From an optimization exercise on the open Yosys and OpenROAD flow, aimed at small area; shortcuts taken in it are not production practice.
Only simulation tests tie the RTL to the original design; equivalence was not proved.
No activity file was given, so power comes from the tool's default toggle rates. The flow treats the clock pin as an ideal source, which a real chip does not have.

$ cat design/flow/flow/run.sh
#!/bin/bash
# Layout flow: the standard ORFS flow (standard.sh, unchanged synthesis)
# with these changes to the layout steps:
#  - ports are buffered with the smallest buffer (buf_1) instead of the
#    default choice;
#  - clock tree: larger sink clusters and no dummy loads;
#  - after synthesis, combinational cells get their smallest drive strength
#    (flow/downsize.tcl, run at the end of the synth_odb step; its report is
#    in orfs/logs/.../1_synth.log).
# Each make step writes its own logs under orfs/logs; the make output itself
# goes to standard.log here.
set -euo pipefail
export BUFFER_PORTS_ARGS="-buffer_cell sky130_fd_sc_hd__buf_1"
export CTS_ARGS="-sink_clustering_enable -repair_clock_nets -sink_clustering_size 30 -sink_clustering_max_diameter 120 -dont_use_dummy_load"
export POST_SYNTH_TCL="$PWD/flow/downsize.tcl"
bash standard.sh > standard.log 2>&1
$ cat design/flow/flow/downsize.tcl
# Sourced at the end of ORFS's synth_odb step (POST_SYNTH_TCL): give every
# combinational cell the smallest-area drive strength of its family. ABC sizes
# cells up for its own assumed loads; the later repair steps (repair_design,
# repair_timing) size up again wherever the layout needs it.
set db [ord::get_db]
set block [ord::get_db_block]
set best [dict create]
foreach lib [$db getLibs] {
  foreach m [$lib getMasters] {
    set n [$m getName]
    if {![regexp {^(sky130_fd_sc_hd__[a-z0-9]+)_([0-9]+)$} $n -> base drive]} { continue }
    set a [expr {[$m getWidth] * [$m getHeight]}]
    if {![dict exists $best $base] || $a < [lindex [dict get $best $base] 0]} {
      dict set best $base [list $a $m]
    }
  }
}
set dont_use [split $::env(DONT_USE_CELLS)]
set n_swapped 0
foreach inst [$block getInsts] {
  set m [$inst getMaster]
  set n [$m getName]
  if {![regexp {^(sky130_fd_sc_hd__[a-z0-9]+)_([0-9]+)$} $n -> base drive]} { continue }
  if {[regexp {__(df|edf|sdf|sedf|dl|clk|conb|tap|fill|decap|diode|lpflow|probe)} $base]} { continue }
  if {![dict exists $best $base]} { continue }
  set nm [lindex [dict get $best $base] 1]
  if {$nm eq $m} { continue }
  if {[$nm getWidth] * [$nm getHeight] >= [$m getWidth] * [$m getHeight]} { continue }
  if {[lsearch -exact $dont_use [$nm getName]] >= 0} { continue }
  puts "downsize: [$inst getName] $n -> [$nm getName]"
  $inst swapMaster $nm
  incr n_swapped
}
puts "downsize: $n_swapped cells swapped"
$ cat design/flow/standard.sh
#!/bin/bash
# synth_recipe.tcl (not shown) runs the flow's synth.tcl, then flattens the netlist and writes it again
# the make line also repeats each setting of config.mk as NAME=value (left out here)
make -C /OpenROAD-flow-scripts/flow DESIGN_CONFIG=/design/flow/config.mk WORK_HOME=/design/flow/orfs CLKGATE_MAP_FILE= SYNTH_SCRIPT=/design/flow/synth_recipe.tcl "${@:-finish}"
$ cat design/flow/config.mk
export PLATFORM = sky130hd
export DESIGN_NAME = well_renderer
export DESIGN_NICKNAME = well_renderer
export VERILOG_FILES = /design/flow/design.v
export SDC_FILE = /design/flow/constraint.sdc
export NUM_CORES = 4
export LEC_CHECK = 0
export CAP_MARGIN = 0
export CORE_MARGIN = 2
export CORE_UTILIZATION = 60
export GPL_TIMING_DRIVEN = 0
export SLEW_MARGIN = 0
export SYNTH_HIERARCHICAL = 1
$ cat design/flow/constraint.sdc
create_clock -name core_clock -period 8.0 [get_ports {clock}]
set_input_delay 1.6000 -clock core_clock [delete_from_list [all_inputs] [get_ports {clock}]]
set_output_delay 1.6000 -clock core_clock [all_outputs]
set_load 0.01 [all_outputs]
$ cat design/flow/design.v
package tetris_pkg;
    typedef logic [2:0]  color_code_t;
    typedef logic [23:0] rgb_t;
    function automatic rgb_t PALETTE(input color_code_t code);
        case (code)
            3'd0:    PALETTE = 24'h000000;    
            3'd1:    PALETTE = 24'h00FFFF;    
            3'd2:    PALETTE = 24'hFFFF00;    
            3'd3:    PALETTE = 24'h800080;    
            3'd4:    PALETTE = 24'h00FF00;    
            3'd5:    PALETTE = 24'hFF0000;    
            3'd6:    PALETTE = 24'h0000FF;    
            default: PALETTE = 24'hFFA500;    
        endcase
    endfunction
    localparam rgb_t WALL_COLOR  = 24'hCCCCCC;
    localparam rgb_t FLASH_COLOR = 24'hFFFFFF;
    localparam rgb_t GRID_COLOR  = 24'h404040;
    typedef enum logic {IDLE, FLASH} flash_state_t;
    typedef enum logic [1:0] {
        REGION_OUTSIDE,
        REGION_WALL,
        REGION_INTERIOR
    } region_t;
endpackage
module well_flash_ctrl #(
    parameter int WELL_H       = 20,
    parameter int FLASH_FRAMES = 4
) (
    input  logic                      clock,
    input  logic                      reset,
    input  logic                      frame_tick,
    input  logic                      clear_req,
    input  logic [$clog2(WELL_H)-1:0] clear_row,
    output logic                      clear_busy,
    output logic                      clear_done,
    output logic [$clog2(WELL_H)-1:0] flash_row,
    output logic                      flash_white
);
    logic [1:0] phase;
    logic       start, last;
    assign start = !clear_busy && clear_req && (int'(clear_row) < WELL_H);
    assign last  = clear_busy && frame_tick && (phase == 2'd3);
    always_ff @(posedge clock or posedge reset) begin
        if (reset) begin
            clear_busy <= 1'b0;
            phase      <= 2'd0;
            clear_done <= 1'b0;
        end else begin
            clear_done <= last;
            if (start)
                clear_busy <= 1'b1;
            else if (last)
                clear_busy <= 1'b0;
            if (clear_busy && frame_tick)
                phase <= phase + 2'd1;
        end
    end
    always_ff @(posedge clock) begin
        if (!clear_busy)
            flash_row <= clear_row;
    end
    assign flash_white = clear_busy && !phase[0];
endmodule
module well_renderer #(
    parameter int BLOCK_SIZE   = 20,
    parameter int WELL_W       = 10,
    parameter int WELL_H       = 20,
    parameter int OFF_COL      = 100,
    parameter int OFF_ROW      = 10,
    parameter int FLASH_FRAMES = 4
) (
    input  logic                      clock,
    input  logic                      reset,
    input  logic [10:0]               col,
    input  logic [10:0]               row,
    input  logic                      frame_tick,
    input  logic                      wr_en,
    input  logic [$clog2(WELL_W)-1:0] wr_x,
    input  logic [$clog2(WELL_H)-1:0] wr_y,
    input  logic [2:0]                wr_code,
    input  logic                      board_clr,
    input  logic                      clear_req,
    input  logic [$clog2(WELL_H)-1:0] clear_row,
    output logic                      clear_busy,
    output logic                      clear_done,
    output logic [23:0]               color
);
    localparam int XW = $clog2(WELL_W);
    localparam int YW = $clog2(WELL_H);
    localparam int B  = BLOCK_SIZE;
    localparam int WALL_LEFT  = OFF_COL;
    localparam int INT_LEFT   = OFF_COL + B;
    localparam int INT_RIGHT  = OFF_COL + B * (WELL_W + 1) - 1;
    localparam int WALL_RIGHT = OFF_COL + B * (WELL_W + 2) - 1;
    localparam int WELL_TOP   = OFF_ROW;
    localparam int WELL_BOT   = OFF_ROW + B * WELL_H - 1;
    localparam int FLOOR_BOT  = OFF_ROW + B * (WELL_H + 1) - 1;
    logic          in_frame_cols, in_int_cols, in_well_rows, in_frame_rows;
    logic          int_d, wall_d;
    logic [XW-1:0] bx_d;
    logic [YW-1:0] by_d;
    assign in_frame_cols = (int'(col) >= WALL_LEFT) && (int'(col) <= WALL_RIGHT);
    assign in_int_cols   = (int'(col) >= INT_LEFT)  && (int'(col) <= INT_RIGHT);
    assign in_well_rows  = (int'(row) >= WELL_TOP)  && (int'(row) <= WELL_BOT);
    assign in_frame_rows = (int'(row) >= WELL_TOP)  && (int'(row) <= FLOOR_BOT);
    assign int_d  = in_well_rows && in_int_cols;
    assign wall_d = in_frame_rows && in_frame_cols && !int_d;
    always_comb begin
        bx_d = '0;
        for (int i = 1; i < WELL_W; i++)
            if (int'(col[8:0]) >= INT_LEFT + B * i) bx_d = XW'(i);
        by_d = '0;
        for (int i = 1; i < WELL_H; i++)
            if (int'(row[8:0]) >= WELL_TOP + B * i) by_d = YW'(i);
    end
    logic          int_q, wall_q;
    logic [XW-1:0] bx_q;
    logic [YW-1:0] by_q;
    always_ff @(posedge clock or posedge reset) begin
        if (reset) begin
            int_q  <= 1'b0;
            wall_q <= 1'b0;
        end else begin
            int_q  <= int_d;
            wall_q <= wall_d;
        end
    end
    always_ff @(posedge clock) begin
        bx_q <= bx_d;
        by_q <= by_d;
    end
    logic [2:0]        brd [WELL_H][WELL_W];
    logic [WELL_W-1:0] col_valid;
    logic              wen;
    logic [WELL_W-1:0] col_wr;
    logic [WELL_H-1:0] row_sel;
    assign wen = wr_en && !board_clr && (int'(wr_x) < WELL_W) && (int'(wr_y) < WELL_H);
    always_comb begin
        for (int x = 0; x < WELL_W; x++) col_wr[x]  = wen && (int'(wr_x) == x);
        for (int y = 0; y < WELL_H; y++) row_sel[y] = (int'(wr_y) == y);
    end
    always_ff @(posedge clock or posedge reset) begin
        if (reset)
            col_valid <= '0;
        else if (board_clr)
            col_valid <= '0;
        else
            col_valid <= col_valid | col_wr;
    end
    logic              wr_col_inval;
    logic [WELL_H-1:0] row_en;
    assign wr_col_inval = !col_valid[wr_x];
    always_comb
        for (int y = 0; y < WELL_H; y++) row_en[y] = row_sel[y] || wr_col_inval;
    logic [WELL_W-1:0] col_wr_n;
    logic [2:0]        wr_code_n;
    logic [2:0]        col_code [WELL_W];
    assign col_wr_n  = ~col_wr;
    assign wr_code_n = ~wr_code;
    for (genvar gx = 0; gx < WELL_W; gx++) begin : g_data
        for (genvar gb = 0; gb < 3; gb++) begin : g_bit
            well_nor2 u_d (.a(col_wr_n[gx]), .b(wr_code_n[gb]), .y(col_code[gx][gb]));
        end
    end
    logic              cell_keep [WELL_H][WELL_W];
    logic [2:0]        brd_d     [WELL_H][WELL_W];
    for (genvar gy = 0; gy < WELL_H; gy++) begin : g_cell_y
        for (genvar gx = 0; gx < WELL_W; gx++) begin : g_cell_x
            well_nand2 u_keep (.a(col_wr[gx]), .b(row_en[gy]), .y(cell_keep[gy][gx]));
            for (genvar gb = 0; gb < 3; gb++) begin : g_bit
                well_ao22 u_next (
                    .a (brd[gy][gx][gb]),  .b (cell_keep[gy][gx]),
                    .c (col_code[gx][gb]), .e (row_sel[gy]),
                    .y (brd_d[gy][gx][gb])
                );
            end
        end
    end
    always_ff @(posedge clock) begin
        for (int y = 0; y < WELL_H; y++)
            for (int x = 0; x < WELL_W; x++)
                brd[y][x] <= brd_d[y][x];
    end
    logic [YW-1:0] flash_row;
    logic          flash_white;
    well_flash_ctrl #(
        .WELL_H       (WELL_H),
        .FLASH_FRAMES (FLASH_FRAMES)
    ) u_flash (
        .clock       (clock),
        .reset       (reset),
        .frame_tick  (frame_tick),
        .clear_req   (clear_req),
        .clear_row   (clear_row),
        .clear_busy  (clear_busy),
        .clear_done  (clear_done),
        .flash_row   (flash_row),
        .flash_white (flash_white)
    );
    logic [2:0] cell_code;
    logic       hit;
    logic [3:0] code_d, code_q;
    logic [WELL_W-1:0] col_hot;
    logic [WELL_H-1:0] row_hot;
    logic [WELL_W-1:0] col_rd_n [3];
    always_comb begin
        for (int x = 0; x < WELL_W; x++) col_hot[x] = (int'(bx_q) == x) && col_valid[x];
        for (int y = 0; y < WELL_H; y++) row_hot[y] = (int'(by_q) == y);
    end
    for (genvar gx = 0; gx < WELL_W; gx++) begin : g_col
        for (genvar gb = 0; gb < 3; gb++) begin : g_bit
            logic [WELL_H-1:0] d;
            always_comb
                for (int y = 0; y < WELL_H; y++) d[y] = brd[y][gx][gb];
            well_rd_col u_rd (
                .d     (d),
                .sel   (row_hot),
                .en    (col_hot[gx]),
                .q_n   (col_rd_n[gb][gx])
            );
        end
    end
    always_comb
        for (int b = 0; b < 3; b++) cell_code[b] = !(&col_rd_n[b]);
    assign hit = flash_white && (by_q == flash_row);
    always_comb begin
        code_d = '0;
        if (int_q) code_d = hit ? 4'b1111 : {1'b0, cell_code};
        else if (wall_q) code_d = 4'b1000;
    end
    always_ff @(posedge clock) code_q <= code_d;
    always_comb begin
        if (code_q[3])
            color = code_q[0] ? tetris_pkg::FLASH_COLOR : tetris_pkg::WALL_COLOR;
        else
            color = tetris_pkg::PALETTE(code_q[2:0]);
    end
endmodule
module well_rd_col (
    input  logic [19:0] d,
    input  logic [19:0] sel,
    input  logic        en,
    output logic        q_n
);
    logic [6:0] g_n;      
    logic       p0, p1;   
    for (genvar i = 0; i < 6; i++) begin : g_aoi
        well_aoi222 u_aoi (
            .a (d[3*i]),   .b (sel[3*i]),
            .c (d[3*i+1]), .e (sel[3*i+1]),
            .f (d[3*i+2]), .g (sel[3*i+2]),
            .y (g_n[i])
        );
    end
    well_aoi22 u_aoi_last (.a(d[18]), .b(sel[18]), .c(d[19]), .e(sel[19]), .y(g_n[6]));
    well_nand4 u_n0 (.a(g_n[0]), .b(g_n[1]), .c(g_n[2]), .e(g_n[3]), .y(p0));
    well_nand3 u_n1 (.a(g_n[4]), .b(g_n[5]), .c(g_n[6]), .y(p1));
    well_oai21 u_o  (.a(p0), .b(p1), .c(en), .y(q_n));
endmodule
module well_aoi222 (input logic a, b, c, e, f, g, output logic y);
    assign y = !((a && b) || (c && e) || (f && g));
endmodule
module well_aoi22 (input logic a, b, c, e, output logic y);
    assign y = !((a && b) || (c && e));
endmodule
module well_nand4 (input logic a, b, c, e, output logic y);
    assign y = !(a && b && c && e);
endmodule
module well_nor2 (input logic a, b, output logic y);
    assign y = !(a || b);
endmodule
module well_nand2 (input logic a, b, output logic y);
    assign y = !(a && b);
endmodule
module well_ao22 (input logic a, b, c, e, output logic y);
    assign y = (a && b) || (c && e);
endmodule
module well_nand3 (input logic a, b, c, output logic y);
    assign y = !(a && b && c);
endmodule
module well_oai21 (input logic a, b, c, output logic y);
    assign y = !((a || b) && c);
endmodule
==> results of run 1 <==
==> flip-flops by register name (all words and copies together) (netlist names) <==
register,cells
u_flash.flash_row,5
u_flash.clear_done,1
col_valid,10
bx_q,4
brd,600
u_flash.clear_busy,1
wall_q,1
code_q,4
by_q,5
int_q,1
u_flash.phase,2
==> power by group through the flow <==
| stage | Combinational, uW | Sequential [uW] | Clock, uW |
|---|---|---|---|
| floorplan | 154 | 3310 | 0 |
| global placement | 236 | 3310 | 0 |
| detailed placement | 272 | 3310 | 0 |
| CTS | 273 | 3240 | 1500 |
| global route | 298 | 3250 | 1610 |
| finish | 281 | 3240 | 1490 |
==> path summary, 6_finish.rpt <==
kind	slack (ns)	startpoint	cells after the start	to
worst max-delay path	3.87	wr_y[3]	10	brd[33][2]
worst min-delay path	0.48	brd[194][0]	1	brd[194][0]
worst max register to register	4.13	by_q[1]	9	code_q[0]
worst min register to register	0.48	brd[194][0]	1	brd[194][0]
max in group asynchronous	6.45	reset	2	col_valid[2]
min in group asynchronous	0.87	reset	2	u_flash.phase[0]
==> synthesized netlist by cell type (all sizes together) (4+ instances only) <==
cell and instances:
a21oi 19, a222oi 180, a22o 600, a22oi 31
a31oi 6, and3 7, buf 22, clkbuf 15
dfrtp 16, dfxtp 613, edfxtp 5, inv 32
nand2 235, nand2b 11, nand3 34, nand3b 4
nand4 38, nor2 86, nor2b 7, nor3 14
o21ai 73, o31ai 8, or3 6, xor2 4
==> Yosys stat by module, one instance, submodules excluded, a selection <==
module | area, um^2 | flip-flops and latches | cells inside
well_ao22 | 8.76 | 0 | 1
well_aoi22 | 12.5 | 0 | 1
well_aoi222 | 10.0 | 0 | 1
well_nand2 | 3.75 | 0 | 1
well_nand3 | 5.00 | 0 | 1
well_nor2 | 3.75 | 0 | 1
well_oai21 | 5.00 | 0 | 1
==> layer usage <==
layer	track usage, %	share of wire, %	up-vias
li1	-	-	9031
met1	49.8	38	10000
met2	59.7	44	1247
met3	6.48	12	283
met4	18.8	5.7	0
met5	0	0	-
==> worst register-to-register path: cells and delay by family, from the launching register on <==
| kind | cells | cell delay (ns) |
|---|---|---|
| flops | 1 | 0.33 |
| buf+inv | 1 | 0.44 |
| simple gates | 5 | 1.71 |
| compound gates | 3 | 1.28 |
==> kinds of logic (layout without fill, tap and decap cells) <==
kind of cell               count (synthesis)  after routing  share of synthesized area (%)
muxes                                      5              5                          0.344
DFF                                      634            634                           54.3
xor gates and xnor gates                   7              7                          0.260
AOI/OAI and AO/OA                        947            947                           34.9
and+or+nand+nor                          460            460                           8.67
adders and majority gates                  3              3                          0.143
buffers and inverters                     69            207                           1.37
==> layout make-up <==
class | instances | area [um^2]
Buffer | 37 | 139
Clock buffer | 25 | 626
Fill cell | 3042 | 12600
Inverter | 32 | 120
Multi-Input combinational cell | 1422 | 10700
Sequential cell | 634 | 12800
Tap cell | 518 | 648
Timing Repair Buffer | 113 | 928
==> metrics by stage <==
step | utilization, % | hold WS [ns] | total power, uW | instances | setup slack, ns
after global placement | 63.0 | 0.466 | 3550 | 2705 | 0.961
final | 67.4 | 0.480 | 5020 | 2781 | 3.87
after floorplan | - | 0.455 | 3460 | 2125 | 3.63
after global routing | 67.4 | 0.509 | 5160 | 2781 | 3.70
after CTS | 67.4 | 0.483 | 5020 | 2781 | 3.92
after detailed placement | 65.8 | 0.470 | 3590 | 2756 | 3.32
==> reports/results.tsv, run 1 <==
stage	metric	value	unit
clocking	cts_sinks	634	
power	combPwrFrac	5.6	%
global_routing	grt_pass1_wl	118000	um
floorplan	die_y	201	um
route	drtPass1Iterations	10	
clocking	clock_path_buffers	3	
route	drc	0	
run_status	status	timing/DRC/antenna clean	
yosys	avgSynthCellArea	11.0	um^2
power	p_leak	0.00932	uW
clocking	htree_levels	1	
setup_path	endpoint_kind	flip-flop	
power	switchingPower	1160	uW
setup_path	crit_type	in2reg	
yosys	ys_async_sr_fraction	2.52	%
clocking	cts_resized	0	
timing	maxSlewViolCount	0	
yosys	ys_seq_area_share	54.3	%
cells_and_area	fin_area	0.0260	mm^2
power	power_frac_seq	64.6	%
yosys	synth_area_leader_cell	dfxtp_1	
timing	rsz0062_at_grt	no	
global_routing	grt_pass1_vias	20100	
yosys	yosys_warnings	14	
route	antenna_left	0	
cells_and_area	syn_to_final_growth	11.1	%
yosys	yosys_area	0.0236	mm^2
route	vias_per_cell	7.40	
clocking	cts_tree	built	
setup_path	crit_family	simple AND/OR/NAND/NOR gates	
setup_path	crit_arrival	4.66	ns
floorplan	core-area	0.0386	mm^2
yosys	synthCells	2125	
yosys	synth_area	0.0234	mm^2
yosys	synth_cell_types	69	
floorplan	initial_core_util	60.7	%
clocking	post_cts_buffers	0	
global_routing	grt_start_max_net_pins	31	
clocking	clk_pin_slew	0.11	ns
setup_path	cp_max_fo	13	
timing	min_period_over_period	51.6	%
yosys	yosys_most_used_dff	dfxtp_1	
yosys	syn_nets	2171	
clocking	clk_latency	0.59	ns
setup_path	path_buf_inv	4	
power	p_int	3860	uW
global_routing	antenna_found_initial	0	
cells_and_area	antenna_cells	0	
floorplan	num_io_pins	71	
place	portBuffers	62	
power	max-vdd-ir-drop	179	uV
place	place_area	0.0254	mm^2
place	gp_congestion	0.942	
route	avgRoutedWirePerCell	28.2	um
yosys	synthTopCellsByArea	dfxtp_1 (52%), a22o_1 (22%), a222oi_1 (7.6%)	
cells_and_area	layout_commonest_cell	dfxtp_1	
place	hpwl	51300	um
setup_path	slowest_stage	nor3_2	
setup_path	start_kind	input port	
power	power.share.clock	29.8	%
timing	hold_viol_final	0	
clocking	cts_root_buf	clkbuf_16	
global_routing	gr-total-overflow	0	
timing	fin_crit	4.13	ns
global_routing	grt_use_total	37.6	%
worst_hold_path	hp-class	reg2reg	
timing	skew	0.0710	ns
floorplan	die_area	0.0406	mm^2
clocking	holdBufCountCts	0	
power	p_per_area	193	mW/mm^2
cells_and_area	layout_common_cells	dfxtp_1 (613), a22o_1 (600), nand2_1 (235)	
timing	finalSetupViolations	0	
floorplan	num_rows	72	
setup_path	cp_data_required_time	8.53	ns
cells_and_area	drive_above_1_share	7.64	%
route	vias	20600	
timing	worstMarginPinSlew	1.13	ns
cells_and_area	final_nets	2311	
timing	finalSetupTns	0	ns
flow_run	max_cap_viol_count	0	
timing	slew_headroom	24.7	%
yosys	synth_edf_count	5	
clocking	cts_inserted_buffers	25	
setup_path	max_stage_delay	0.75	ns
floorplan	die_w	201	um
yosys	ys_ff_latch	634	
route	wirelength	78500	um
setup_path	worstPathCellList	buf_1 -> o21ai_0 -> and3b_1 -> nand3_1 -> nor3_2 -> buf_6 -> inv_1 -> nor2_2 -> buf_8 -> a22o_1	
timing	max_freq	242	MHz
yosys	yosysTopAreaCellShare	51.9	%
route	drtIter0Drc	2919	
power	sw_frac_of_total	23.1	%
==> run 2, diff against run 1 <==
--- a/design/flow/config.mk
+++ b/design/flow/config.mk
@@ -8,6 +8,5 @@
 export CAP_MARGIN = 0
 export CORE_MARGIN = 2
 export CORE_UTILIZATION = 60
-export GPL_TIMING_DRIVEN = 0
 export SLEW_MARGIN = 0
 export SYNTH_HIERARCHICAL = 1
==> run 2 against run 1 <==
  * Clock power is essentially flat
  * Non-clock buffer count shrank 18
  * Total power is essentially flat
  * Synthesized area stayed put
  * First-iteration DRC count shrank 2.6%
  * Hold slack gained 0.014 ns
  * Clock skew grew 0.030 ns
  * Sequential power barely moved
  * Maximum frequency is 0.20% higher
  * Cell count is 0.65% lower
  * Critical path type unchanged
  * Synthesized cell count is the same
  * Still clean on timing, DRC and antenna
  * Combinational power decreased by 7%
==> reports/results.tsv, run 2 <==
stage	metric	value	unit
run_status	status	timing/DRC/antenna clean	
yosys	ys_seq_area_share	54.3	%
setup_path	max_stage_delay	0.68	ns
worst_hold_path	hp-class	reg2reg	
global_routing	grt_pass1_vias	19800	
yosys	synth_cell_types	69	
route	wl_met3	9300	um
yosys	synth_area_leader_cell	dfxtp_1	
clocking	cts_tree	built	
place	hpwl	48700	um
setup_path	cp_max_fo	20	
route	avgRoutedWirePerCell	28.3	um
timing	rsz0062_at_grt	no	
timing	finalSetupTns	0	ns
yosys	synthCells	2125	
timing	skew	0.101	ns
yosys	yosysTopAreaCellShare	51.9	%
yosys	ys_async_sr_fraction	2.52	%
route	vias_per_cell	7.42	
route	wl_met1	30900	um
route	vias	20500	
worst_hold_path	whs_path_depth	1	
setup_path	crit_type	in2reg	
clocking	holdBufCountCts	0	
yosys	synth_most_common_cell	dfxtp_1	
clocking	clock_path_buffers	3	
setup_path	cpMostUsedCell	nand2_1	
setup_path	crit_arrival	4.60	ns
setup_path	reg2reg_depth	9	
yosys	synth_area	0.0234	mm^2
route	drc	0	
clocking	clk_latency	0.60	ns
route	top_layer	met4	
setup_path	endpoint_kind	flip-flop	
route	wirelength	78100	um
timing	slew_headroom	20.6	%
cells_and_area	largest_reg_flops	600	
floorplan	num_io_pins	71	
global_routing	grt_start_max_net_pins	32	
yosys	synthTopCellsByArea	dfxtp_1 (52%), a22o_1 (22%), a222oi_1 (7.6%)	
floorplan	core-area	0.0386	mm^2
floorplan	die_w	201	um
cells_and_area	fin_area	0.0255	mm^2
cells_and_area	final_nets	2293	
yosys	yosys-top-cells-count	dfxtp_1 (613), a22o_1 (600), nand2_1 (234), a222oi_1 (180), nor2_1 (86)	
floorplan	die_area	0.0406	mm^2
place	portBuffers	67	
cells_and_area	layout_commonest_cell	dfxtp_1	
route	wl_met2	33800	um
power	p_per_area	197	mW/mm^2
timing	max_freq	243	MHz
place	gp_congestion	0.972	
cells_and_area	top_regs	brd: 600 flops, col_valid: 10 flops	
place	place_area	0.0249	mm^2
power	max-vdd-ir-drop	173	uV
clocking	cts_sinks	634	
clocking	cts_resized	0	
global_routing	grt_pass1_wl	118000	um
timing	min_period_over_period	51.5	%
timing	worstMarginPinSlew	1.19	ns
cells_and_area	drive_above_1_share	7.35	%
global_routing	gr-total-overflow	0	
setup_path	worstPathCellList	buf_1 -> o21ai_0 -> nand3b_1 -> nor3b_1 -> nand2_1 -> inv_1 -> nand2_1 -> a22o_1	
yosys	yosys_area	0.0236	mm^2
floorplan	initial_core_util	60.7	%
yosys	yosys_warnings	14	
cells_and_area	largest-register	brd	
power	total_power	5020	uW
floorplan	die_y	201	um
global_routing	grt_use_total	37.5	%
yosys	yosys_most_used_dff	dfxtp_1	
cells_and_area	antenna_cells	0	
clocking	cts_root_buf	clkbuf_16	
setup_path	slowest_stage	o21ai_0	
timing	finalSetupViolations	0	
timing	maxSlewViolCount	0	
clocking	post_cts_buffers	0	
clocking	clk_pin_slew	0.11	ns
yosys	avgSynthCellArea	11.0	um^2
floorplan	num_rows	72	
timing	fin_crit	4.12	ns
global_routing	antenna_found_initial	0	
clocking	cts_inserted_buffers	25	
timing	hold_viol_final	0	
yosys	synth_edf_count	5	
flow_run	max_cap_viol_count	0	
power	p_leak	0.00928	uW
setup_path	cp_data_required_time	8.47	ns
route	antenna_left	0	
cells_and_area	syn_to_final_growth	8.92	%
clocking	htree_levels	1	
yosys	ys_ff_latch	634	
route	drtPass1Iterations	9	
route	drtIter0Drc	2842	
cells_and_area	layout_common_cells	dfxtp_1 (613), a22o_1 (600), nand2_1 (235)	
yosys	syn_nets	2171	
setup_path	start_kind	input port	
-- run 2: cell count changes in the layout (fill, tap and decap cells not counted), sizes merged --
cell,previous run,this run
clkbuf,40,25
buf,135,132
-- run 2: layout make-up --
class | count | area, um^2
clock buffer | 25 | 626
fill | 3144 | 13100
inverter | 32 | 120
multi-input combinational | 1422 | 10500
sequential | 634 | 12800
tap | 518 | 648
timing repair buffer | 132 | 739
-- run 2: kinds of logic after synthesis --
| group | share of synthesized area, % |
|---|---|
| compound gates | 34.9 |
| xor+xnor | 0.260 |
| fa+ha+maj | 0.143 |
| buf+inv | 1.37 |
| flops | 54.3 |
| mux | 0.344 |
| simple gates | 8.67 |
-- run 2: power breakdown --
group	switching, uW	total [uW]	leakage, uW	internal [uW]
sequential	35.7	3250	0.00521	3210
combinational	182	262	0.00376	80.6
clock	943	1510	0.000308	564
-- run 2: per-stage QoR --
stage | hold slack (ns) | cells | util (%) | setup WS [ns]
2_1_floorplan | 0.455 | 2125 | - | 3.63
3_3_place_gp | 0.465 | 2738 | 64.5 | 3.49
3_5_place_dp | 0.470 | 2738 | 64.5 | 3.43
4_1_cts | 0.488 | 2763 | 66.1 | 4.03
5_1_grt | 0.510 | 2763 | 66.1 | 3.79
6_report | 0.495 | 2763 | 66.1 | 3.88
-- run 2: worst max-delay path: cells and delay by family --
family	cells	cell delay [ns]
AND/OR/NAND/NOR	4	1.23
AO/OA/AOI/OAI	2	0.96
buffers and inverters	2	0.78
-- run 2: final timing paths --
check | to | start | slack (ns)
min in group asynchronous | u_flash.clear_busy | reset | 0.91
hold / removal | brd[134][2] | brd[134][2] | 0.49
hold reg to reg | brd[134][2] | brd[134][2] | 0.49
setup / recovery | brd[75][1] | wr_y[3] | 3.88
setup reg to reg | code_q[2] | by_q[1] | 4.55
max in group asynchronous | col_valid[7] | reset | 6.47
-- run 2: per-layer routing --
metal | track usage, % | vias to the layer above
li1 | - | 8988
met1 | 50.8 | 10000
met2 | 58.2 | 1266
met3 | 6.62 | 228
met4 | 18.1 | 0
met5 | 0 | -
-- run 2: modules after synthesis (local to each module, per instance), excerpt --
| module | cell area [um^2] | flip-flops and latches |
|---|---|---|
| well_ao22 | 8.76 | 0 |
| well_aoi22 | 12.5 | 0 |
| well_aoi222 | 10.0 | 0 |
| well_nand2 | 3.75 | 0 |
| well_nand3 | 5.00 | 0 |
| well_nand4 | 6.26 | 0 |
| well_nor2 | 3.75 | 0 |
| well_oai21 | 5.00 | 0 |
| well_renderer | 14500 | 625 |

-- afterwards: timing with drivers on the ports --
No port has a modelled driver above. Below, the same layouts with a new extraction and two added sets of constraints.
Step 1 sets driving cells, clkbuf_16 on the clock port and buf_2 on the other inputs (assumed; they add their load-dependent delay and slew).
Step 2 times the ports against the registers' clock, not the clock port: input delays grow and output delays shrink by t, the midpoint of the rising clock arrivals with the driver on.
Three values: ideal ports, drivers, drivers and shift; two values: the first two.
| run | t, ns | slack for setup (ns) | clock arrival spread, ns |
|---|---|---|---|
| run 1 | 0.609 | 3.868 / 3.882 / 3.273 | 0.071 / 0.071 |
| run 2 | 0.612 | 3.877 / 3.893 / 3.282 | 0.102 / 0.101 |
After both steps every run listed still meets setup and hold.
